This is an optimization exercise on Yosys and OpenROAD, whose aim is small area, not a production implementation.
Only simulation tests tie the RTL to the original design; equivalence was not proved.
No activity file was given, so power comes from the tool's default toggle rates.

## build 71
// tank_game_top
module tank_game_top
#(
    parameter int TICK_CYCLES = 200
) (
    input  wire         clk_100mhz,
    input  wire         rst,
    input  wire         press,
    input  wire         move_btn,
    input  wire         shoot_btn,
    input  wire [1:0]   dir_in,
    input  wire         spawn_valid,
    input  wire [9:0]   spawn_x,
    input  wire [9:0]   spawn_y,
    output logic        running,
    output logic [9:0]  player_x,
    output logic [9:0]  player_y,
    output logic [1:0]  player_dir,
    output logic [$clog2(8 + 1) - 1:0] bullet_count,
    output logic [$clog2(4 + 1) - 1:0] target_count,
    output logic [4*4 - 1:0]          score
);
Size in the first run: about 1,100 cells after synthesis, about 250 flip-flops, roughly 9800 um^2 of cells after synthesis.
==> flow/config.mk <==
export PLATFORM = sky130hd
export DESIGN_NAME = tank_game_top
export DESIGN_NICKNAME = tank_game_top
export VERILOG_FILES = /design/flow/design.v
export SDC_FILE = /design/flow/constraint.sdc
export NUM_CORES = 4
export LEC_CHECK = 0
export CAP_MARGIN = 20
export CORE_MARGIN = 2
export CORE_UTILIZATION = 60
export CTS_BUF_LIST = sky130_fd_sc_hd__clkbuf_16
export CTS_CLUSTER_DIAMETER = 80
export CTS_CLUSTER_SIZE = 30
export SLEW_MARGIN = 20
==> flow/constraint.sdc <==
create_clock -name core_clock -period 10.0 [get_ports {clk_100mhz}]
set_input_delay 2.0000 -clock core_clock [delete_from_list [all_inputs] [get_ports {clk_100mhz}]]
set_output_delay 2.0000 -clock core_clock [all_outputs]
set_load 0.01 [all_outputs]
standard.sh (not shown) runs the stock make flow with config.mk's settings and CLKGATE_MAP_FILE= SYNTH_SCRIPT=/design/flow/synth_recipe.tcl, a recipe that flattens the netlist after the stock synthesis.
==> flow/flow/run.sh <==
#!/bin/bash
# Layout flow: the standard flow, except that
#  - synthesis maps the logic between the flip-flops with an area-oriented
#    ABC script (flow/area.abc) instead of ORFS's delay-oriented one, and
#    leaves adders to ABC (no full/half-adder cell extraction). Flip-flop
#    mapping and names, flattening and renaming are the standard
#    synthesis's, so the registers are the standard synthesis's;
#  - the clock tree is built with the options in flow/cts_args.
set -euo pipefail
work=$(pwd)

# ORFS scripts with only the ABC script replaced
rm -rf "$work/scripts_area"
cp -r "$FLOW_HOME/scripts" "$work/scripts_area"
cp "$work/flow/area.abc" "$work/scripts_area/abc_speed.script"

# synthesis: standard.sh's make command with the copied scripts
sed 's|^make -C |make SCRIPTS_DIR='"$work"'/scripts_area ADDER_MAP_FILE= -C |' standard.sh > standard_area.sh
grep -q "SCRIPTS_DIR=$work/scripts_area" standard_area.sh
bash standard_area.sh synth > synth.log 2>&1

# the rest of the standard layout, with the clock tree options in flow/cts_args
export CTS_ARGS="$(cat "$work/flow/cts_args")"
bash standard.sh finish > layout.log 2>&1
==> flow/flow/area.abc <==
strash
dch
map -a
mfs2
strash
dch
map -a
mfs2
strash
dch
map -a
topo
stime -c
==> flow/flow/cts_args <==
-sink_clustering_enable -repair_clock_nets -sink_clustering_size 30 -sink_clustering_max_diameter 80 -buf_list sky130_fd_sc_hd__clkbuf_16 -root_buf sky130_fd_sc_hd__clkbuf_8 -tree_buf sky130_fd_sc_hd__clkbuf_8 -dont_use_dummy_load
> inputs changed (build 71 -> build 19)
Settings: CORE_UTILIZATION changed from 60 to 40.
==> flow/flow/cts_args <==
-sink_clustering_enable -repair_clock_nets -sink_clustering_size 30 -sink_clustering_max_diameter 80 -buf_list sky130_fd_sc_hd__clkbuf_16 -dont_use_dummy_load
Results
Summary of build 19 over build 71: data required time at the worst endpoint lower; share of cells above drive strength 1 held.
The non-clock buffer contribution to total cell area on build 71 is in line with that on build 19.
Taking build 71 as the reference, in build 19 post-place instance area went up by 1.3%, synthesis-to-finish area growth went up by 2.0 points.
Note that the final cell count recorded for build 19 amounts to 1.08 times the value seen in build 71.
Edits applied to the flow inputs when going from build 19 to build 94:
==> flow/flow/cts_args <==
-sink_clustering_enable -repair_clock_nets -sink_clustering_size 30 -sink_clustering_max_diameter 80 -buf_list sky130_fd_sc_hd__clkbuf_16 -root_buf sky130_fd_sc_hd__clkbuf_8 -tree_buf sky130_fd_sc_hd__clkbuf_8 -dont_use_dummy_load
==> comparison <==
Delta (build 94 minus build 19): worst hold slack level, area of all placed cells without fillers level. The lower setup slack of the critical path after layout came out of build 19. Taking build 94 as 1.0, build 19 lands at 1.06 on total clock network power. Wire length of the first global-routing pass essentially unchanged between build 94 and build 19. Looking at the reports, build 94 completed the entire flow and the layout it produced met the timing, DRC and antenna checks. Per the final summary, build 19 finished and its layout is clean on timing, DRC and antenna. The routed via count of build 94 and that of build 19 are within noise of each other. Compared with build 19, build 94 shows a higher sequential cell fraction of total power. Status: wire length parity (build 19, build 94). Required time reported for the critical path endpoint: build 94 > build 19. The met2 usage in global routing on build 19 is in line with that on build 94.
The following lists how build 77 was set up differently from build 94:
==> flow/flow/cts_args <==
-sink_clustering_enable -repair_clock_nets -sink_clustering_size 36 -sink_clustering_max_diameter 60 -buf_list sky130_fd_sc_hd__clkbuf_16 -root_buf sky130_fd_sc_hd__clkbuf_8 -tree_buf sky130_fd_sc_hd__clkbuf_8 -dont_use_dummy_load
--- outcome ---
Delta (build 77 minus build 94): fraction of area in registers fell 0.65 points, relative contribution of combinational cells to total power saw a decrease, synthesis-to-finish area growth rose by 1.5 points.

==> separate check: timing with driven ports <==
No port has a modelled driver above. Below, the same layouts with a new extraction and two added sets of constraints.
Step 1, drivers: a clkbuf_16 drives clk_100mhz and a buf_2 each remaining input, both assumed.
Step 2, shift: input delay + t, output delay - t, t = (earliest + latest rising clock arrival at the registers) / 2. This alone moves slack from input paths to output paths.
a / b / c = ideal / step 1 / step 2; a / b = the first two.
| run | t (ns) | setup WS [ns] | worst setup path after step 2 | worst register clock-pin slew, ns |
|---|---|---|---|---|
| build 71 | 0.536 | 4.488 / 4.488 / 4.488 | register to register | 0.11 / 0.11 |
| build 19 | 0.510 | 4.564 / 4.564 / 4.564 | register to register | 0.11 / 0.11 |
| build 94 | 0.545 | 4.568 / 4.568 / 4.568 | register to register | 0.11 / 0.11 |
| build 77 | 0.599 | 4.726 / 4.695 / 4.726 | register to register | 0.10 / 0.10 |
After both steps setup and hold are still met in every run listed.
